Background: an optimization exercise with open tools, aiming at small area. Do not read the settings as production practice.
The RTL was checked by simulation tests, not by an equivalence proof against the original design.
Power figures rest on the tool's default switching activity, not on a simulated workload.

### flow/config.mk
export PLATFORM = sky130hd
export DESIGN_NAME = sr_chain_frame_sequencer
export DESIGN_NICKNAME = sr_chain_frame_sequencer
export VERILOG_FILES = /design/flow/design.v
export SDC_FILE = /design/flow/constraint.sdc
export NUM_CORES = 4
export LEC_CHECK = 0
export CAP_MARGIN = 20
export CORE_AREA = 5 5 325 325
export DIE_AREA = 0 0 330 330
export SLEW_MARGIN = 20
### flow/constraint.sdc
create_clock -name core_clock -period 10.0 [get_ports {clk}]
set_input_delay 2.0000 -clock core_clock [delete_from_list [all_inputs] [get_ports {clk}]]
set_output_delay 2.0000 -clock core_clock [all_outputs]
set_load 0.01 [all_outputs]
### flow/design.v
module sr_chain_frame_sequencer #(
    parameter int N       = 1000,
    parameter int SETTLE  = 2,
    parameter int TIMEOUT = 4096,
    parameter int DATA_W  = 10
) (
    input  logic                     clk,
    input  logic                     reset,
    input  logic                     start,
    input  logic                     abort,
    input  logic                     in_valid,
    output logic                     in_ready,
    input  logic signed [DATA_W-1:0] in_i,
    input  logic signed [DATA_W-1:0] in_q,
    output logic signed [DATA_W-1:0] out_i,
    output logic signed [DATA_W-1:0] out_q,
    output logic [N:0]               enable,
    output logic                     mlp_en,
    input  logic                     mlp_done,
    output logic                     final_pulse,
    output logic                     busy,
    output logic [15:0]              frame_cnt,
    output logic                     timeout
);
    localparam logic [2:0] ST_IDLE   = 3'b000;
    localparam logic [2:0] ST_DONE   = 3'b001;
    localparam logic [2:0] ST_TOUT   = 3'b010;
    localparam logic [2:0] ST_FILL   = 3'b100;
    localparam logic [2:0] ST_SETTLE = 3'b101;
    localparam logic [2:0] ST_TRIG   = 3'b110;
    localparam logic [2:0] ST_WAIT   = 3'b111;
    logic [2:0]  state;
    logic [9:0]  k;       
    logic [1:0]  kx;      
    logic [11:0] cnt, cnt_inc;
    assign cnt     = {kx, k};
    assign cnt_inc = cnt + 12'd1;
    assign busy        = state[2];
    assign in_ready    = (state == ST_FILL);
    assign mlp_en      = (state == ST_TRIG);
    assign final_pulse = ~state[2] & state[0];
    assign timeout     = ~state[2] & state[1];
    logic fill_last;
    assign fill_last = &{k[9:5], k[2:0]};
    always_ff @(posedge clk or posedge reset) begin
        if (reset) begin
            state     <= ST_IDLE;
            k         <= '0;
            out_i     <= '0;
            out_q     <= '0;
            frame_cnt <= '0;
        end else begin
            if (!state[2]) begin
                if (start && !abort) begin
                    state <= ST_FILL;
                    k     <= '0;
                end else begin
                    state <= ST_IDLE;
                end
            end else if (abort) begin
                state <= ST_IDLE;
                k     <= '0;
            end else begin
                case (state)
                    ST_FILL: begin
                        if (in_valid) begin
                            out_i <= in_i;
                            out_q <= in_q;
                            k     <= cnt_inc[9:0];
                            if (fill_last) state <= ST_SETTLE;
                        end
                    end
                    ST_SETTLE: begin
                        k <= cnt_inc[9:0];
                        if (k[0]) state <= ST_TRIG;
                    end
                    ST_TRIG: begin
                        k     <= '0;
                        state <= ST_WAIT;
                    end
                    default: begin  
                        if (mlp_done) begin
                            state     <= ST_DONE;
                            k         <= 10'(N);
                            frame_cnt <= frame_cnt + 16'd1;
                        end else if (&cnt) begin
                            state <= ST_TOUT;
                            k     <= '0;
                        end else begin
                            k <= cnt_inc[9:0];
                        end
                    end
                endcase
            end
        end
    end
    always_ff @(posedge clk) begin
        if (!state[2]) begin
            kx <= '0;
        end else if (state == ST_TRIG) begin
            kx <= '0;
        end else if (state == ST_WAIT) begin
            kx <= cnt_inc[11:10];
        end
    end
    logic       post;
    logic [9:0] ke;
    assign post = state[2] & (state[1] | state[0]);
    assign ke   = post ? 10'(N) : k;
    logic [31:0] ng, ne, nl;
    always_comb begin
        for (int a = 0; a < 32; a++) begin
            ng[a] = ~(ke[9:5] >  5'(a));
            ne[a] = ~(ke[9:5] == 5'(a));
            nl[a] = ~(ke[4:0] >  5'(a));
        end
    end
    always_comb begin
        enable = '0;
        for (int i = 0; i < N; i++) begin
            enable[i] = ~((ne[i / 32] | nl[i % 32]) & ng[i / 32]);
        end
    end
endmodule
### flow/run.sh
#!/bin/bash
# synth_recipe.tcl (not shown) runs the flow's synth.tcl, then flattens the netlist and writes it again
# the make line also repeats each setting of config.mk as NAME=value (left out here)
make -C /OpenROAD-flow-scripts/flow DESIGN_CONFIG=/design/flow/config.mk WORK_HOME=/design/flow/orfs CLKGATE_MAP_FILE= SYNTH_SCRIPT=/design/flow/synth_recipe.tcl finish
==> impl_metrics.toml, run 1 <==
[floorplanning]
die_w_um = 330
initial_core_util = 0.0931
fp.dieH_um = 330
io_pins = 1068
core_area_sq_um = 102000
rows = 117
die-area_sq_um = 109000

[clock_network]
clk_path_buf_depth = 2
cts_setup_buffers = 0
htreeDepth = 2
numCtsBuffers = 5
clk_latency_ns = 0.29
clock-root-buffer = "clkbuf_16"
cts_tree = "built"
cts_hold_buf = 0
cts_resized = 0
cts_sinks = 51
path_clk_slew_ns = 0.07

[pwr]
internal_power_uw = 1510
leakage_uw = 0.00759
power.density_nw_per_um2 = 130
seqPwrFrac = 0.092
power_frac_clock = 0.063
p_sw_uw = 1340
power_uw = 2840
power_frac_comb = 0.845
p_sw_frac = 0.471
vdd_drop_max_mv = 0.0579

[global_routing]
use_met3 = 0.0486
grt_use_total = 0.189
antenna_found_initial = 20
grtUsageMet1 = 0.237
top_usage_layer = "met2"
overflow = 0
use_met2 = 0.318
grt_start_max_net_pins = 73
grt_pass1_vias = 16500
grt_pass1_wl_um = 146000

[sta]
fmax_mhz = 154
worstMarginPinSlew_ns = 1.04
tns_ns = 0
slew_headroom = 0.306
drv_slew = 0
min_period_over_period = 0.648
rsz0062_at_grt = "no"
setup_viol = 0
hold_viol_final = 0
finClkSkew_ns = 0.00946
period_needed_ns = 6.48

[route]
drc_errors = 0
detailedRoute.firstPassIterationCount = 5
num_vias = 18000
drtIter0Drc = 2652
ant_nets = 0
detail_route.vias_per_cell = 4.64
routed_wl_um = 114000
wl_per_cell_um = 29.2

[placement]
gp_congestion = 0.830
dpl.cell_count = 3871
io_buffer_count = 1066
dp_hpwl_um = 83200

[synth]
synth_cells = 1661
synth_ff_type = "dfrtp_1"
syn_area_per_cell_sq_um = 5.70
ys_ff_latch = 51
ys_types = 64
synth_edf_count = 0
yosysWarnings = 1
async_flop_share = 0.961
synthesis.area_sq_um = 9470
seq_area_frac_synth = 0.134

[min_path]
hold_path_class = "reg2reg"

[final_layout]
final_nets = 2539
syn_to_final_growth_pct = 131
final_util = 0.215
final_cells = 3890
drive_gt1_frac = 0.0848

[worst_setup_path]
critical_path.max_fanout = 40
cp_data_arrival_time_ns = 4.48
start_kind = "register"
worstSetupPathType = "reg2out"
endpoint_kind = "output port"
required_ns = 8.00

[outcome]
status = "timing/DRC/antenna clean"

[run]
maxCapViolations = 0
## worst max-delay path, stage by stage (launching register included)
cell             delay, ns
dfrtp_1               0.57
o21a_2                0.21
buf_4                 0.28
nor2_8                0.14
inv_2                 0.09
nor3_4                0.10
buf_4                 0.43
inv_2                 0.13
nor2_4                0.55
buf_16                0.24
inv_2                 0.09
nor2_4                0.42
buf_12                0.25
nand2_1               0.09
clkdlybuf4s50_1       0.51
## cell usage in the layout (no fill, tap or decap), drive strengths merged, types with 3 or more instances in the layout
cell type / count
a211oi: 3
or3: 3
nor2b: 4
buf: 84
inv: 33
nor2: 59
o22ai: 3
clkbuf: 7
o211ai: 3
mux2: 21
a21oi: 356
nor4: 5
and2: 6
nand2: 72
dfrtp: 49
xor2: 4
clkdlybuf4s50: 1066
nand3: 20
a21o: 5
or2: 5
diode: 10
o32ai: 3
o21ai: 612
and3: 6
nand4: 13
xnor2: 11
nor3: 18
and4: 4
o21a: 4
nand2b: 5
## metal layers
metal  up-vias  routed length (um)
met3       210               12600
met5         -                   0
met2      1427               54500
met4         0                3690
met1      8827               42900
li1       7575                   -
## worst paths after layout
path,end,slack (ns),cells past startpoint,start
hold / removal,frame_cnt[8],0.50,1,frame_cnt[8]
min in group asynchronous,out_q[5],2.19,2,reset
setup / recovery,enable[14],3.52,14,state[2]
hold reg to reg,frame_cnt[8],0.50,1,frame_cnt[8]
setup reg to reg,k[9],7.16,4,k[8]
max in group asynchronous,out_q[8],7.27,2,reset
## area by class of cell
type,instances,area [sq um]
Inverter,34,129
Tap cell,1368,1710
Timing Repair Buffer,1150,11400
Clock inverter,1,8.76
Sequential cell,51,1270
Multi-Input combinational cell,1269,7200
Clock buffer,7,143
Antenna cell,10,25.0
Fill cell,11300,79900
## synthesized netlist by cell type, types with 6 or more instances
cell | instances | area share
and3_1 | 6 | 0.0040
a21oi_2 | 7 | 0.0065
nor2_1 | 50 | 0.020
and2_1 | 6 | 0.0040
buf_4 | 7 | 0.0056
o21ai_1 | 19 | 0.010
nand2_1 | 72 | 0.029
inv_1 | 30 | 0.012
o21ai_0 | 571 | 0.30
nor2_2 | 7 | 0.0046
clkbuf_1 | 244 | 0.097
nand3_1 | 20 | 0.011
buf_1 | 7 | 0.0028
nor3_1 | 13 | 0.0069
o21ai_2 | 22 | 0.020
xnor2_1 | 11 | 0.010
dfrtp_1 | 49 | 0.13
a21oi_1 | 349 | 0.18
nand4_1 | 13 | 0.0086
mux2_2 | 21 | 0.025
buf_2 | 44 | 0.023
## registers in the layout, indices dropped and copies added (netlist names)
name       flops
kx             2
out_i         10
k             10
out_q         10
state          3
frame_cnt     16
## metrics by stage
| step | worst slack (ns) | hold slack [ns] | area [sq um] |
|---|---|---|---|
| final | 3.52 | 0.498 | 21900 |
| after global routing | 3.21 | 0.515 | 21900 |
| after CTS | 3.40 | 0.500 | 21800 |
| after detailed placement | 3.74 | 0.485 | 21700 |
| after global placement | 3.32 | 0.462 | 21500 |
| after floorplan | 6.04 | 0.496 | 9470 |
## logic make-up after synthesis
family | Yosys count | synth area share
multiplexers | 22 | 0.0260
XOR/XNOR | 15 | 0.0139
adder cells (fa/ha/maj) | 2 | 0.00264
flip-flops | 51 | 0.134
AO/OA/AOI/OAI | 1005 | 0.556
other | 1 | 0.000396
buffers and inverters | 341 | 0.148
AND/OR/NAND/NOR | 224 | 0.120
## power by group through the flow
| stage | logic (uW) | registers, uW | clock network, uW |
|---|---|---|---|
| floorplan | 867 | 252 | 0 |
| global placement | 2390 | 263 | 0 |
| detailed placement | 2400 | 264 | 0 |
| CTS | 2410 | 260 | 184 |
| global route | 2530 | 265 | 193 |
| finish | 2400 | 261 | 180 |
==> run 2: changes to the inputs <==
==> flow/flow/run.sh (new file) <==
#!/bin/bash
# Standard layout, except that:
# - the I/O port buffers are the smallest plain buffer (buf_1) instead of the cell
#   buffer_ports picks by default;
# - the buffers ABC put in at synthesis are removed at floorplan (global placement is not
#   timing driven, so it does not remove them itself).
set -euo pipefail
export BUFFER_PORTS_ARGS="-buffer_cell sky130_fd_sc_hd__buf_1"
export REMOVE_ABC_BUFFERS=1
bash standard.sh > standard.log 2>&1
==> flow/standard.sh (new file) <==
#!/bin/bash
# synth_recipe.tcl (not shown) runs the flow's synth.tcl, then flattens the netlist and writes it again
# the make line also repeats each setting of config.mk as NAME=value (left out here)
make -C /OpenROAD-flow-scripts/flow DESIGN_CONFIG=/design/flow/config.mk WORK_HOME=/design/flow/orfs CLKGATE_MAP_FILE= SYNTH_SCRIPT=/design/flow/synth_recipe.tcl "${@:-finish}"
--- a/flow/config.mk
+++ b/flow/config.mk
@@ -8,4 +8,5 @@
 export CAP_MARGIN = 20
 export CORE_AREA = 5 5 325 325
 export DIE_AREA = 0 0 330 330
+export GPL_TIMING_DRIVEN = 0
 export SLEW_MARGIN = 20
removed: flow/run.sh
==> impl_metrics.toml, run 2 <==
[sta]
hold_viol_final = 0
fmax_mhz = 131
period_needed_ns = 7.62
drv_slew = 0
min_period_over_period = 0.762
worstMarginPinSlew_ns = 1.14
tns_ns = 0
rsz0062_at_grt = "no"
finClkSkew_ns = 0.0127
setup_viol = 0
slew_headroom = 0.240

[route]
num_vias = 17900
routed_wl_um = 102000
detailedRoute.firstPassIterationCount = 6
drc_errors = 0
drtIter0Drc = 2464
wl_per_cell_um = 25.8
ant_nets = 0
detail_route.vias_per_cell = 4.55

[placement]
dp_hpwl_um = 79700
gp_congestion = 0.799
dpl.cell_count = 3920
io_buffer_count = 1066

[pwr]
power_frac_comb = 0.786
seqPwrFrac = 0.126
power_frac_clock = 0.089
vdd_drop_max_mv = 0.0688
p_sw_frac = 0.614
internal_power_uw = 814
leakage_uw = 0.00567
power.density_nw_per_um2 = 128
p_sw_uw = 1300

[clock_network]
clk_path_buf_depth = 2
htreeDepth = 2
clk_latency_ns = 0.31
cts_setup_buffers = 0
clock-root-buffer = "clkbuf_16"
cts_tree = "built"
cts_sinks = 51
path_clk_slew_ns = 0.08
cts_hold_buf = 0
numCtsBuffers = 5
cts_resized = 0

[final_layout]
layout_common_cells = "1,066 x buf_1, 561 x o21ai_0, 348 x a21oi_1"
regMostFlops = "frame_cnt"
fillCellCount = 11700
final_nets = 2588
largest_reg_flops = 16
drive_gt1_frac = 0.107
final_common_cell = "buf_1"
final_cells = 3939
syn_to_final_growth_pct = 74.6

[synth]
synth_mux_area_frac = 0.0260
yosysWarnings = 1
synth-compound-area-share = 0.556
synth_cells = 1661
synth_ff_type = "dfrtp_1"
synthesis.area_sq_um = 9470
yosys.area.top_type = "o21ai_0"
yosys.area_share.xor_xnor = 0.0139
seq_area_frac_synth = 0.134
ys_types = 64
syn_area_per_cell_sq_um = 5.70
synth_fa_ha_area_frac = 0.00264
async_flop_share = 0.961
yosys.area_share.simple = 0.120
synth_top_family_by_area = "compound AO/OA/AOI/OAI gates"
netlist.area_leader.share = 0.302
yosys-top-cells-count = "571 x o21ai_0, 349 x a21oi_1, 244 x clkbuf_1, 72 x nand2_1, 50 x nor2_1"
synth_edf_count = 0
ys_ff_latch = 51
synthTopCellsByArea = "o21ai_0 30%, a21oi_1 18%, dfrtp_1 13%"
yosysMostFrequentCell = "o21ai_0"

[worst_setup_path]
endpoint_kind = "output port"
cp-startpoint = "state[2]"
cp_data_arrival_time_ns = 5.62
reg2reg_from = "k[6]"
start_kind = "register"
rrSetupSlack_ns = 7.00
r2r_end = "k[9]"
worstSetupPathType = "reg2out"
critical_path.max_fanout = 64
required_ns = 8.00
reg2reg_depth = 4

[global_routing]
grt_pass1_wl_um = 128000
grt_start_max_net_pins = 65
grt_use_total = 0.167
antenna_found_initial = 10
overflow = 0
grt_pass1_vias = 15100

[run]
maxCapViolations = 0

[outcome]
status = "timing/DRC/antenna clean"

[min_path]
hold_end = "frame_cnt[15]"
whs_path_depth = 1
hp-start = "frame_cnt[15]"
hold_path_class = "reg2reg"

[floorplanning]
fp.dieH_um = 330
die-area_sq_um = 109000
core_area_sq_um = 102000
die_w_um = 330
rows = 117
initial_core_util = 0.0931
io_pins = 1068
## run 2: cell type report
cell class,count,area [sq um],share of cell area
clock buffer,6,129,0.00779
clock inverter,2,16.3,0.000984
timing repair buffer,1199,5960,0.360
tap,1368,1710,0.104
multi-input combinational,1269,7300,0.441
inverter,34,130,0.00787
antenna,10,25.0,0.00151
sequential,51,1270,0.0767
## run 2: critical path: stages (launching register included)
cell     delay, ns
dfrtp_1       0.61
o21a_2        0.54
nor2_8        0.95
inv_2         0.23
nor3_4        0.71
buf_8         0.26
buf_6         0.17
inv_2         0.08
nor2_4        0.80
inv_2         0.18
o31ai_4       0.26
o21ai_0       0.24
buf_1         0.18
## run 2: cells by family (layout without fill, tap and decap cells)
group	count (synthesis)	in the layout
AOI/OAI and AO/OA	1005	1005
xor gates and xnor gates	15	15
adders and majority gates	2	2
buffers and inverters	341	1241
DFF	51	51
muxes	22	22
other	1	11
and+or+nand+nor	224	224
## run 2: routing by layer
layer	routed length, um	vias up	global-route usage	share of wire
met3	12200	256	0.0528	0.12
li1	-	7678	-	-
met2	49100	1576	0.287	0.48
met4	4320	0	0.0680	0.043
met5	0	-	0	0
met1	36000	8404	0.192	0.35
## run 2: power groups by stage
stage          combinational, uW  clock (uW)  sequential, uW
2_1_floorplan                795           0             265
3_3_place_gp                1540           0             262
3_5_place_dp                1640           0             268
4_1_cts                     1650         200             263
5_1_grt                     1780         204             268
6_report                    1660         187             265
## run 2: worst max path at each step
stage	end	slack, ns	depth (start not counted)
after CTS	enable[91]	2.46	12
after detailed placement	enable[91]	2.84	12
after global routing	enable[91]	2.08	12
after global placement	enable[549]	-4.69	5
after floorplan	enable[101]	3.86	4
final	enable[91]	2.38	12
## run 2: through the flow
step                hold slack, ns  total power [uW]  utilization  setup WS (ns)  area, sq um
floorplan                    0.496              1060            -           3.86         8200
global placement             0.461              1810        0.137          -4.69        13900
detailed placement           0.468              1910        0.160           2.84        16300
CTS                          0.478              2110        0.162           2.46        16500
global route                 0.525              2250        0.162           2.08        16500
finish                       0.474              2110        0.163           2.38        16500
==> run 3: changes to the inputs <==
==> flow/flow/run.sh (replaced) <==
#!/bin/bash
# Standard layout, except that the I/O port buffers are the smallest plain buffer (buf_1)
# instead of the cell buffer_ports picks by default, and pins may use every routing track
# so that the die can be small.
set -euo pipefail
export BUFFER_PORTS_ARGS="-buffer_cell sky130_fd_sc_hd__buf_1"
export PLACE_PINS_ARGS="-min_distance 1 -min_distance_in_tracks"
bash standard.sh > standard.log 2>&1
--- a/flow/config.mk
+++ b/flow/config.mk
@@ -5,8 +5,9 @@
 export SDC_FILE = /design/flow/constraint.sdc
 export NUM_CORES = 4
 export LEC_CHECK = 0
+export ABC_AREA = 1
 export CAP_MARGIN = 20
-export CORE_AREA = 5 5 325 325
-export DIE_AREA = 0 0 330 330
+export CORE_AREA = 4 4 186 186
+export DIE_AREA = 0 0 190 190
 export GPL_TIMING_DRIVEN = 0
 export SLEW_MARGIN = 20
==> impl_metrics.toml, run 3 <==
[clock_network]
numCtsBuffers = 5
cts_hold_buf = 0
cts_resized = 0
htreeDepth = 2
clk_path_buf_depth = 2
cts_sinks = 51
clock-root-buffer = "clkbuf_16"
cts_setup_buffers = 0

[outcome]
error = "[ERROR GRT-0116] Global routing finished with congestion. Check the congestion regions in the DRC Viewer."
status = "aborted with a tool error"
haltStage = "global routing (5_1_grt)"

[synth]
async_flop_share = 0.961
yosys.area.top_type = "o21ai_0"
yosys-top-cells-count = "670 x o21ai_0, 626 x nand2_1, 187 x clkbuf_1, 107 x inv_1, 81 x nor2_1"
synthesis.area_sq_um = 10100
netlist.area_leader.share = 0.331
synth_ff_type = "dfrtp_1"
yosysMostFrequentCell = "o21ai_0"
seq_area_frac_synth = 0.125
ys_ff_latch = 51
synthTopCellsByArea = "o21ai_0 33%, nand2_1 23%, dfrtp_1 12%"
synth_cells = 2029
yosysWarnings = 1
syn_area_per_cell_sq_um = 4.99
ys_types = 35
synth_edf_count = 0

[floorplanning]
initial_core_util = 0.311
rows = 66
io_pins = 1068
fp.dieH_um = 190
die_w_um = 190

[global_routing]
grt_start_max_net_pins = 26
grt_pass1_wl_um = 146000
grt_use_total = 0.554
grt_pass1_vias = 19800
overflow = 4

[placement]
gp_congestion = 1.27
dp_hpwl_um = 81800
io_buffer_count = 1066
dpl_worst_slack_ns = 4.75
run 3: cell types whose count changed after synthesis, moves of 23 or more:
cell	change
clkbuf_1	-57
nor2_1	+31
a21oi_1	-273
buf_2	+23
inv_1	+77
nand2_1	+554
o21ai_0	+99
nand3_1	+23
run 3: cells by family after synthesis:
family,count (synthesis),share of synthesized area
buf+inv,388,0.156
compound gates,783,0.389
fa+ha+maj,2,0.00247
flops,51,0.125
xor+xnor,14,0.0121
simple gates,790,0.316
other cells,1,0.000370
run 3: through the flow:
step / area, sq um / cells
2_1_floorplan: 10100 / 2029
3_3_place_gp: 14700 / 3537
3_5_place_dp: 14700 / 3538
4_1_cts: 14900 / 3546
run 3: how the worst max path moves through the flow:
stage                  start     endpoint  slack [ns]  depth (start not counted)
floorplan           state[0]  enable[289]        6.17                          8
global placement    state[0]  enable[804]        4.75                          7
detailed placement  state[0]  enable[804]        4.75                          7
CTS                 state[0]  enable[804]        4.43                          7
run 3: power groups by stage:
stage / clock (uW) / combinational (uW) / sequential (uW)
global placement: 0 / 1110 / 258
floorplan: 0 / 557 / 269
detailed placement: 0 / 1100 / 258
CTS: 176 / 1100 / 255
run 3: per-layer routing:
metal,global-route usage,overflow
met5,0.109,0
met4,0.430,1
met3,0.334,0
met2,0.732,3
met1,0.629,0
==> run 4: changes to the inputs <==
--- a/flow/config.mk
+++ b/flow/config.mk
@@ -5,7 +5,6 @@
 export SDC_FILE = /design/flow/constraint.sdc
 export NUM_CORES = 4
 export LEC_CHECK = 0
-export ABC_AREA = 1
 export CAP_MARGIN = 20
 export CORE_AREA = 4 4 186 186
 export DIE_AREA = 0 0 190 190
==> impl_metrics.toml, run 4 <==
[synth]
seq_area_frac_synth = 0.134
syn_area_per_cell_sq_um = 5.70
yosys-top-cells-count = "571 x o21ai_0, 349 x a21oi_1, 244 x clkbuf_1, 72 x nand2_1, 50 x nor2_1"
ys_types = 64
synth_edf_count = 0
async_flop_share = 0.961
netlist.area_leader.share = 0.302
synthTopCellsByArea = "o21ai_0 30%, a21oi_1 18%, dfrtp_1 13%"
synth_ff_type = "dfrtp_1"
synthesis.area_sq_um = 9470
yosysWarnings = 1
yosys.area.top_type = "o21ai_0"
synth_cells = 1661
ys_ff_latch = 51
yosysMostFrequentCell = "o21ai_0"

[outcome]
error = "[ERROR GRT-0116] Global routing finished with congestion. Check the congestion regions in the DRC Viewer."
haltStage = "global routing (5_1_grt)"
status = "aborted with a tool error"

[global_routing]
grt_pass1_wl_um = 153000
grt_pass1_vias = 19700
grt_use_total = 0.578
grt_start_max_net_pins = 33
overflow = 73

[floorplanning]
initial_core_util = 0.290
io_pins = 1068
fp.dieH_um = 190
rows = 66
die_w_um = 190

[clock_network]
htreeDepth = 2
clk_path_buf_depth = 2
numCtsBuffers = 5
cts_sinks = 51
cts_setup_buffers = 0
cts_resized = 0
cts_hold_buf = 0
clock-root-buffer = "clkbuf_16"

[placement]
gp_congestion = 1.24
dp_hpwl_um = 82900
io_buffer_count = 1066
[run 4: per-stage QoR]
step / std cells / utilization / setup slack, ns / area, sq um
CTS: 3179 / 0.436 / 4.57 / 14200
detailed placement: 3171 / 0.431 / 4.90 / 14100
floorplan: 1661 / - / 6.04 / 9470
global placement: 3169 / 0.430 / 4.65 / 14000
[run 4: cell families after synthesis]
group	after synthesis	synth area share
muxes	22	0.0260
DFF	51	0.134
xor gates and xnor gates	15	0.0139
and+or+nand+nor	224	0.120
adders and majority gates	2	0.00264
other	1	0.000396
AOI/OAI and AO/OA	1005	0.556
buffers and inverters	341	0.148
[run 4: worst max-delay path by stage]
stage | from | to | slack (ns) | cells past startpoint
after CTS | state[2] | enable[389] | 4.57 | 8
after global placement | state[2] | enable[513] | 4.65 | 7
after floorplan | state[2] | enable[100] | 6.04 | 9
after detailed placement | state[2] | enable[389] | 4.90 | 8
[run 4: per-layer routing]
layer	GRT usage	GRT overflow
met2	0.806	46
met4	0.505	27
met1	0.623	0
met5	0.0206	0
met3	0.321	0
[run 4: power groups by stage]
stage	sequential, uW	clock, uW	combinational (uW)
floorplan	252	0	867
global placement	242	0	1720
detailed placement	244	0	1710
CTS	240	187	1710
==> run 5: changes to the inputs <==
--- a/flow/config.mk
+++ b/flow/config.mk
@@ -6,7 +6,7 @@
 export NUM_CORES = 4
 export LEC_CHECK = 0
 export CAP_MARGIN = 20
-export CORE_AREA = 4 4 186 186
-export DIE_AREA = 0 0 190 190
+export CORE_AREA = 4 4 236 236
+export DIE_AREA = 0 0 240 240
 export GPL_TIMING_DRIVEN = 0
 export SLEW_MARGIN = 20
==> impl_metrics.toml, run 5 <==
[synth]
ys_ff_latch = 51
seq_area_frac_synth = 0.134
ys_types = 64
synth_ff_type = "dfrtp_1"
syn_area_per_cell_sq_um = 5.70
yosysWarnings = 1
yosysMostFrequentCell = "o21ai_0"
synthTopCellsByArea = "o21ai_0 30%, a21oi_1 18%, dfrtp_1 13%"
async_flop_share = 0.961
yosys-top-cells-count = "571 x o21ai_0, 349 x a21oi_1, 244 x clkbuf_1, 72 x nand2_1, 50 x nor2_1"
yosys.area.top_type = "o21ai_0"
synthesis.area_sq_um = 9470
synth_cells = 1661
netlist.area_leader.share = 0.302
synth_edf_count = 0

[sta]
rsz0062_at_grt = "no"
hold_viol_final = 0
setup_viol = 0
drv_slew = 0
tns_ns = 0
finClkSkew_ns = 0.0107
period_needed_ns = 5.68
min_period_over_period = 0.568
worstMarginPinSlew_ns = 1.32
fmax_mhz = 176
layout_setup_ws_ns = 4.32
slew_headroom = 0.121

[global_routing]
antenna_found_initial = 4
grt_pass1_wl_um = 133000
grt_start_max_net_pins = 26
grt_use_total = 0.319
overflow = 0
grt_pass1_vias = 17000

[clock_network]
clk_latency_ns = 0.29
clock-root-buffer = "clkbuf_16"
htreeDepth = 2
cts_resized = 0
cts_tree = "built"
cts_hold_buf = 0
numCtsBuffers = 5
clk_path_buf_depth = 2
cts_setup_buffers = 0
cts_sinks = 51
path_clk_slew_ns = 0.07

[worst_setup_path]
endpoint_kind = "output port"
required_ns = 8.00
critical_path.max_fanout = 10
start_kind = "register"
worstSetupPathType = "reg2out"
cp_data_arrival_time_ns = 3.68

[route]
routed_wl_um = 103000
drc_errors = 0
detailedRoute.firstPassIterationCount = 8
drtIter0Drc = 2613
wl_per_cell_um = 29.9
ant_nets = 0
detail_route.vias_per_cell = 5.71
num_vias = 19600

[min_path]
hold_path_class = "reg2reg"

[final_layout]
largest_reg_flops = 16
layout_common_cells = "1,073 x buf_1, 570 x o21ai_0, 349 x a21oi_1"
syn_to_final_growth_pct = 53.9
drive_gt1_frac = 0.0544
regMostFlops = "frame_cnt"
final_util = 0.275
final_nets = 2765
final_common_cell = "buf_1"

[placement]
dpl_worst_slack_ns = 4.70
dp_hpwl_um = 78400
gp_congestion = 1.05
io_buffer_count = 1066

[floorplanning]
fp.dieH_um = 240
io_pins = 1068
die_w_um = 240
rows = 84
die-area_sq_um = 57600
initial_core_util = 0.179
core_area_sq_um = 53000

[outcome]
status = "timing/DRC/antenna clean"

[pwr]
power.density_nw_per_um2 = 148
leakage_uw = 0.00512
vdd_drop_max_mv = 0.0685

[run]
maxCapViolations = 0
## run 5: cell counts after synthesis
Identical to the previous run, type by type.
## run 5: critical path, cell delays in order (launching register included)
cell and delay (ns):
dfrtp_1 0.37, buf_2 0.17, o21a_1 0.13, buf_2 0.21, buf_6 0.19, nor2_1 0.68, inv_1 0.41, o21ai_1 0.42
buf_1 0.42, o21ai_0 0.20, buf_1 0.18
## run 5: logic make-up after synthesis
kind of cell | Yosys count | share of synthesized area
AOI/OAI and AO/OA | 1005 | 0.556
other | 1 | 0.000396
xor gates and xnor gates | 15 | 0.0139
muxes | 22 | 0.0260
and+or+nand+nor | 224 | 0.120
buffers and inverters | 341 | 0.148
DFF | 51 | 0.134
adders and majority gates | 2 | 0.00264
## run 5: layer usage
layer | vias to the layer above | wire length (um) | global-route usage
met5 | - | 61 | 0
li1 | 8018 | - | -
met3 | 541 | 12700 | 0.0863
met4 | 8 | 9430 | 0.215
met2 | 2122 | 42200 | 0.483
met1 | 8889 | 38200 | 0.396
## run 5: where the power goes
part           switching, uW  leakage, uW  internal [uW]
logic                   1270      0.00438            442
registers               12.1     0.000652            228
clock network           76.0    0.0000869            125
total                   1360      0.00512            795
## run 5: path summary, 6_finish.rpt
check / startpoint / to / slack (ns) / cells past startpoint
setup / recovery: state[2] / enable[768] / 4.32 / 10
max in group asynchronous: reset / k[6] / 7.72 / 3
hold reg to reg: frame_cnt[15] / frame_cnt[15] / 0.47 / 1
setup reg to reg: k[5] / k[2] / 7.51 / 5
hold / removal: frame_cnt[15] / frame_cnt[15] / 0.47 / 1
min in group asynchronous: reset / out_i[1] / 1.74 / 2
## run 5: per-stage QoR
| stage | power [uW] | instance area [sq um] | hold slack (ns) | cells |
|---|---|---|---|---|
| finish | 2150 | 14600 | 0.469 | 3429 |
| global route | 2230 | 14600 | 0.487 | 3426 |
| CTS | 2090 | 14600 | 0.476 | 3426 |
| detailed placement | 1880 | 14400 | 0.463 | 3418 |
| global placement | 1890 | 14300 | 0.462 | 3415 |
| floorplan | 1120 | 9470 | 0.496 | 1661 |
## run 5: layout make-up
class                   instances  area [sq um]
clock buffers                   6           139
plain buffers                 307          1280
inverters                      34           128
repair buffers               1069          4040
multi-input cells            1269          6820
diodes                          3          7.51
well taps                     688           861
fillers                      6240         38400
flip-flops and latches         51          1270
clock inverters                 2          35.0
==> run 6: changes to the inputs <==
--- a/flow/config.mk
+++ b/flow/config.mk
@@ -7,6 +7,6 @@
 export LEC_CHECK = 0
 export CAP_MARGIN = 20
 export CORE_AREA = 4 4 236 236
+export CTS_BUF_LIST = sky130_fd_sc_hd__clkbuf_2 sky130_fd_sc_hd__clkbuf_4 sky130_fd_sc_hd__clkbuf_8
 export DIE_AREA = 0 0 240 240
-export GPL_TIMING_DRIVEN = 0
 export SLEW_MARGIN = 20
==> impl_metrics.toml, run 6 <==
[final_layout]
largest_reg_flops = 16
regMostFlops = "frame_cnt"
final_common_cell = "buf_1"
layout_common_cells = "1,066 x buf_1, 561 x o21ai_0, 348 x a21oi_1"
drive_gt1_frac = 0.0764
final_nets = 2514
syn_to_final_growth_pct = 47.7

[placement]
dp_hpwl_um = 57700
io_buffer_count = 1066
gp_congestion = 0.912

[floorplanning]
core_area_sq_um = 53000
initial_core_util = 0.179
rows = 84
die-area_sq_um = 57600
die_w_um = 240
fp.dieH_um = 240
io_pins = 1068

[outcome]
status = "timing/DRC/antenna clean"

[route]
routed_wl_um = 86200
ant_nets = 0
wl_per_cell_um = 27.1
detailedRoute.firstPassIterationCount = 14
detail_route.vias_per_cell = 5.70
drtIter0Drc = 2763
num_vias = 18100
drc_errors = 0

[synth]
yosysMostFrequentCell = "o21ai_0"
syn_area_per_cell_sq_um = 5.70
synth_edf_count = 0
yosys.area.top_type = "o21ai_0"
yosys-top-cells-count = "571 x o21ai_0, 349 x a21oi_1, 244 x clkbuf_1, 72 x nand2_1, 50 x nor2_1"
seq_area_frac_synth = 0.134
synthTopCellsByArea = "o21ai_0 30%, a21oi_1 18%, dfrtp_1 13%"
netlist.area_leader.share = 0.302
yosysWarnings = 1
synthesis.area_sq_um = 9470
synth_ff_type = "dfrtp_1"
ys_ff_latch = 51
synth_cells = 1661
ys_types = 64
async_flop_share = 0.961

[sta]
hold_viol_final = 0
min_period_over_period = 0.656
hold-worst-slack_ns = 0.481
slew_headroom = 0.167
setup_viol = 0
period_needed_ns = 6.56
finClkSkew_ns = 0.0127
worstMarginPinSlew_ns = 1.25
drv_slew = 0
tns_ns = 0
rsz0062_at_grt = "no"
fmax_mhz = 152

[global_routing]
use_met3 = 0.0769
grt_pass1_vias = 15500
top_usage_layer = "met2"
use_met2 = 0.390
grtUsageMet1 = 0.332
antenna_found_initial = 6
grt_pass1_wl_um = 112000
grt_use_total = 0.262
overflow = 0
grt_start_max_net_pins = 75

[clock_network]
cts_sinks = 51
cts_tree = "built"
clock-root-buffer = "clkbuf_8"
path_clk_slew_ns = 0.09
htreeDepth = 2
clk_latency_ns = 0.33
cts_setup_buffers = 0
cts_hold_buf = 0
clk_path_buf_depth = 2
cts_resized = 0
numCtsBuffers = 5

[pwr]
power_uw = 1960
power.density_nw_per_um2 = 140
leakage_uw = 0.00483
vdd_drop_max_mv = 0.0624

[worst_setup_path]
critical_path.max_fanout = 64
worstSetupPathType = "reg2out"
required_ns = 8.00
cp_data_arrival_time_ns = 4.56
start_kind = "register"
endpoint_kind = "output port"

[run]
maxCapViolations = 0

[min_path]
hold_path_class = "reg2reg"
-- run 6: cell counts after synthesis --
No cell type changed its count.
-- run 6: layer usage --
| layer | part of all wire | wire (um) | vias up |
|---|---|---|---|
| met3 | 0.14 | 12200 | 509 |
| met1 | 0.37 | 31900 | 8100 |
| li1 | - | - | 7493 |
| met4 | 0.076 | 6570 | 8 |
| met2 | 0.41 | 35500 | 1998 |
| met5 | 0.00077 | 66 | - |
-- run 6: layout make-up --
| type | count | area (sq um) |
|---|---|---|
| fillers | 6055 | 39000 |
| multi-input cells | 1269 | 7160 |
| repair buffers | 1125 | 4470 |
| flip-flops and latches | 51 | 1270 |
| well taps | 688 | 861 |
| inverters | 34 | 128 |
| clock buffers | 5 | 68.8 |
| clock inverters | 3 | 18.8 |
| diodes | 2 | 5.00 |
-- run 6: kinds of logic (layout without fill, tap and decap cells) --
family	count (synthesis)	in the layout	share of synthesized area
other	1	3	0.000396
buffers and inverters	341	1167	0.148
adder cells (fa/ha/maj)	2	2	0.00264
AO/OA/AOI/OAI	1005	1005	0.556
XOR/XNOR	15	15	0.0139
AND/OR/NAND/NOR	224	224	0.120
multiplexers	22	22	0.0260
flip-flops	51	51	0.134
-- run 6: metrics by stage --
step | util | cells | area, sq um | setup slack (ns)
6_report | 0.264 | 3177 | 14000 | 3.44
5_1_grt | 0.264 | 3175 | 14000 | 3.15
4_1_cts | 0.263 | 3173 | 13900 | 3.09
3_5_place_dp | 0.261 | 3165 | 13800 | 3.46
3_3_place_gp | 0.261 | 3164 | 13800 | 3.62
2_1_floorplan | - | 1661 | 9470 | 6.04
-- run 6: worst paths after layout --
| check | cells after the start | endpoint | from | slack, ns |
|---|---|---|---|---|
| hold / removal | 1 | frame_cnt[15] | frame_cnt[15] | 0.48 |
| min in group asynchronous | 3 | out_i[8] | reset | 1.81 |
| setup reg to reg | 4 | k[9] | k[8] | 7.25 |
| setup / recovery | 13 | enable[21] | state[2] | 3.44 |
| hold reg to reg | 1 | frame_cnt[15] | frame_cnt[15] | 0.48 |
| max in group asynchronous | 3 | frame_cnt[0] | reset | 7.76 |
-- run 6: power by group --
group,switching [uW],internal (uW),leakage [uW]
Clock,75.7,49.5,0.0000483
Combinational,1150,422,0.00413
Sequential,35.7,228,0.000652
Total,1260,699,0.00483
-- run 6: critical path, cell delays in order (launching register included) --
cell and delay (ns):
dfrtp_1 0.59, o21a_2 0.52, nor2_8 0.77, inv_2 0.21, nor3_4 0.16, buf_4 0.39
inv_2 0.13, nor2_4 0.33, buf_12 0.25, inv_2 0.10, nor2_2 0.09, buf_4 0.33
nand2_1 0.11, buf_1 0.17
==> run 7: changes to the inputs <==
==> flow/flow/run.sh (replaced) <==
#!/bin/bash
# Standard layout, except that the I/O port buffers are the smallest plain buffer (buf_1)
# instead of the cell buffer_ports picks by default.
set -euo pipefail
export BUFFER_PORTS_ARGS="-buffer_cell sky130_fd_sc_hd__buf_1"
bash standard.sh > standard.log 2>&1
==> flow/config.mk (replaced) <==
export PLATFORM = sky130hd
export DESIGN_NAME = sr_chain_frame_sequencer
export DESIGN_NICKNAME = sr_chain_frame_sequencer
export VERILOG_FILES = /design/flow/design.v
export SDC_FILE = /design/flow/constraint.sdc
export NUM_CORES = 4
export LEC_CHECK = 0
export CAP_MARGIN = 20
export CORE_AREA = 5 5 325 325
export DIE_AREA = 0 0 330 330
export SLEW_MARGIN = 20
==> impl_metrics.toml, run 7 <==
[worst_setup_path]
slowest_stage = "nor2_8"
start_kind = "register"
cp_data_arrival_time_ns = 4.74
rrSetupSlack_ns = 7.10
critPathMaxStageDelay_ns = 0.73
reg2reg_depth = 4
required_ns = 8.00
worstSetupPathType = "reg2out"
endpoint_kind = "output port"
cpMostUsedCell = "buf_4"
path_cells = "o21a_2, buf_4, nor2_8, inv_2, nor3_4, buf_4, inv_2, nor2_4, buf_4, inv_2, nor2_4, buf_4, nand2_1, buf_1"
critical_path.max_fanout = 64
reg2reg_from = "k[7]"
r2r_end = "k[9]"

[sta]
fmax_mhz = 148
rsz0062_at_grt = "no"
finClkSkew_ns = 0.0130
hold_viol_final = 0
slew_headroom = 0.198
min_period_over_period = 0.674
drv_slew = 0
tns_ns = 0
period_needed_ns = 6.74
setup_viol = 0
layout_setup_ws_ns = 3.26
worstMarginPinSlew_ns = 1.20

[route]
routed_wl_um = 106000
ant_nets = 0
drc_errors = 0
wl_per_cell_um = 27.3
num_vias = 18000
detail_route.vias_per_cell = 4.64
drtIter0Drc = 3025
detailedRoute.firstPassIterationCount = 8

[pwr]
internal_power_uw = 749
p_sw_frac = 0.633
vdd_drop_max_mv = 0.0807
power.density_nw_per_um2 = 134
power_frac_comb = 0.785
seqPwrFrac = 0.130
p_sw_uw = 1290
leakage_uw = 0.00498
power_frac_clock = 0.085

[clock_network]
cts_setup_buffers = 0
clk_latency_ns = 0.30
cts_sinks = 51
htreeDepth = 2
numCtsBuffers = 5
cts_hold_buf = 0
cts_resized = 0
clk_path_buf_depth = 2
cts_tree = "built"
path_clk_slew_ns = 0.07
clock-root-buffer = "clkbuf_16"

[final_layout]
layout_common_cells = "1,066 x buf_1, 561 x o21ai_0, 347 x a21oi_1"
fillCellCount = 11900
largest_reg_flops = 16
regMostFlops = "frame_cnt"
drive_gt1_frac = 0.0852
seq_area_sq_um = 1270
multi_input_area_sq_um = 7190
syn_to_final_growth_pct = 60.2
final_common_cell = "buf_1"
final_nets = 2539

[synth]
ys_types = 64
yosys-top-cells-count = "571 x o21ai_0, 349 x a21oi_1, 244 x clkbuf_1, 72 x nand2_1, 50 x nor2_1"
syn_area_per_cell_sq_um = 5.70
synth_ff_type = "dfrtp_1"
synthTopCellsByArea = "o21ai_0 30%, a21oi_1 18%, dfrtp_1 13%"
ys_ff_latch = 51
seq_area_frac_synth = 0.134
netlist.area_leader.share = 0.302
synthesis.area_sq_um = 9470
yosysMostFrequentCell = "o21ai_0"
synth_edf_count = 0
async_flop_share = 0.961
synth_cells = 1661
yosysWarnings = 1
yosys.area.top_type = "o21ai_0"

[placement]
gp_congestion = 0.859
dp_hpwl_um = 75600
io_buffer_count = 1066
dpl_worst_slack_ns = 3.60

[min_path]
whs_path_depth = 1
hp-start = "frame_cnt[15]"
hold_end = "frame_cnt[15]"
hold_path_class = "reg2reg"

[global_routing]
grt_use_total = 0.174
overflow = 0
antenna_found_initial = 16
grt_start_max_net_pins = 68
grt_pass1_wl_um = 134000
grt_pass1_vias = 15400

[floorplanning]
initial_core_util = 0.0931
die-area_sq_um = 109000
die_w_um = 330
fp.dieH_um = 330
io_pins = 1068
rows = 117
core_area_sq_um = 102000

[run]
maxCapViolations = 0

[outcome]
status = "timing/DRC/antenna clean"
==> run 7: worst max-delay path by stage <==
| stage | start | end | slack, ns |
|---|---|---|---|
| after floorplan | state[2] | enable[100] | 6.04 |
| after global placement | state[2] | enable[21] | 3.75 |
| after detailed placement | state[2] | enable[14] | 3.60 |
| after CTS | state[2] | enable[14] | 3.26 |
| after global routing | state[2] | enable[8] | 2.89 |
| final | state[2] | enable[11] | 3.26 |
==> run 7: cell type report <==
cell class / count / area share
Clock buffer: 6 / 0.00849
Tap cell: 1368 / 0.113
Clock inverter: 2 / 0.000907
Inverter: 34 / 0.00849
Antenna cell: 6 / 0.000990
Sequential cell: 51 / 0.0835
Timing Repair Buffer: 1150 / 0.311
Multi-Input combinational cell: 1269 / 0.474
==> run 7: stage by stage <==
stage	hold slack [ns]	total power (uW)	utilization	cell area (sq um)	cells
4_1_cts	0.486	2020	0.148	15100	3876
3_3_place_gp	0.461	1840	0.146	14900	3866
5_1_grt	0.496	2170	0.149	15200	3880
2_1_floorplan	0.496	1120	-	9470	1661
3_5_place_dp	0.472	1840	0.147	14900	3868
6_report	0.487	2040	0.149	15200	3886
==> run 7: cell families (layout without fill, tap and decap cells) <==
kind of cell,Yosys count,after routing,synth area share
xor+xnor,15,15,0.0139
fa+ha+maj,2,2,0.00264
flops,51,51,0.134
other cells,1,7,0.000396
simple gates,224,224,0.120
buf+inv,341,1192,0.148
mux,22,22,0.0260
compound gates,1005,1005,0.556
==> run 7: per-layer routing <==
| metal | global-route usage | vias to the layer above | share of wire |
|---|---|---|---|
| li1 | - | 7558 | - |
| met1 | 0.215 | 8509 | 0.37 |
| met2 | 0.282 | 1688 | 0.46 |
| met3 | 0.0573 | 284 | 0.13 |
| met4 | 0.0658 | 4 | 0.043 |
| met5 | 0.0124 | - | 0.0018 |
==> run 7: worst max-delay path: cells and delay by family, from the launching register on <==
kind / cells / cell delay, ns
and+or+nand+nor: 5 / 1.20
AOI/OAI and AO/OA: 1 / 0.22
buffers and inverters: 8 / 2.35
DFF: 1 / 0.59
==> run 7: power groups by stage <==
| stage | Combinational, uW | Clock [uW] | Sequential, uW |
|---|---|---|---|
| 6_report | 1600 | 174 | 264 |
| 5_1_grt | 1720 | 182 | 268 |
| 4_1_cts | 1580 | 174 | 263 |
| 3_5_place_dp | 1580 | 0 | 267 |
| 3_3_place_gp | 1580 | 0 | 267 |
| 2_1_floorplan | 867 | 0 | 252 |

[separate check: timing with driven ports]
The flow's constraints put no driver on any port. The routed layouts listed below were extracted and timed again, unchanged, in two steps.
Step 1, drivers: a clkbuf_16 drives clk and a buf_2 each remaining input, both assumed.
Step 2 also shifts input and output timing later by t, the mid clock arrival at the registers, as if the neighbouring blocks saw the same clock.
Slacks: ideal / step 1 / step 2; pairs: ideal / step 1.
run	t, ns	setup slack, ns	worst setup path at the end	worst register clock-pin slew, ns	worst data-port slew with drivers (ns)
run 1	0.332	3.521 / 3.478 / 3.809	register to output	0.07 / 0.07	0.09
run 2	0.353	2.376 / 2.329 / 2.683	register to output	0.08 / 0.08	0.10
run 5	0.319	4.320 / 4.289 / 4.607	register to output	0.07 / 0.07	0.08
run 6	0.349	3.435 / 3.408 / 3.756	register to output	0.11 / 0.11	0.09
run 7	0.329	3.262 / 3.223 / 3.552	register to output	0.07 / 0.07	0.12
After both steps every run listed still meets setup and hold.
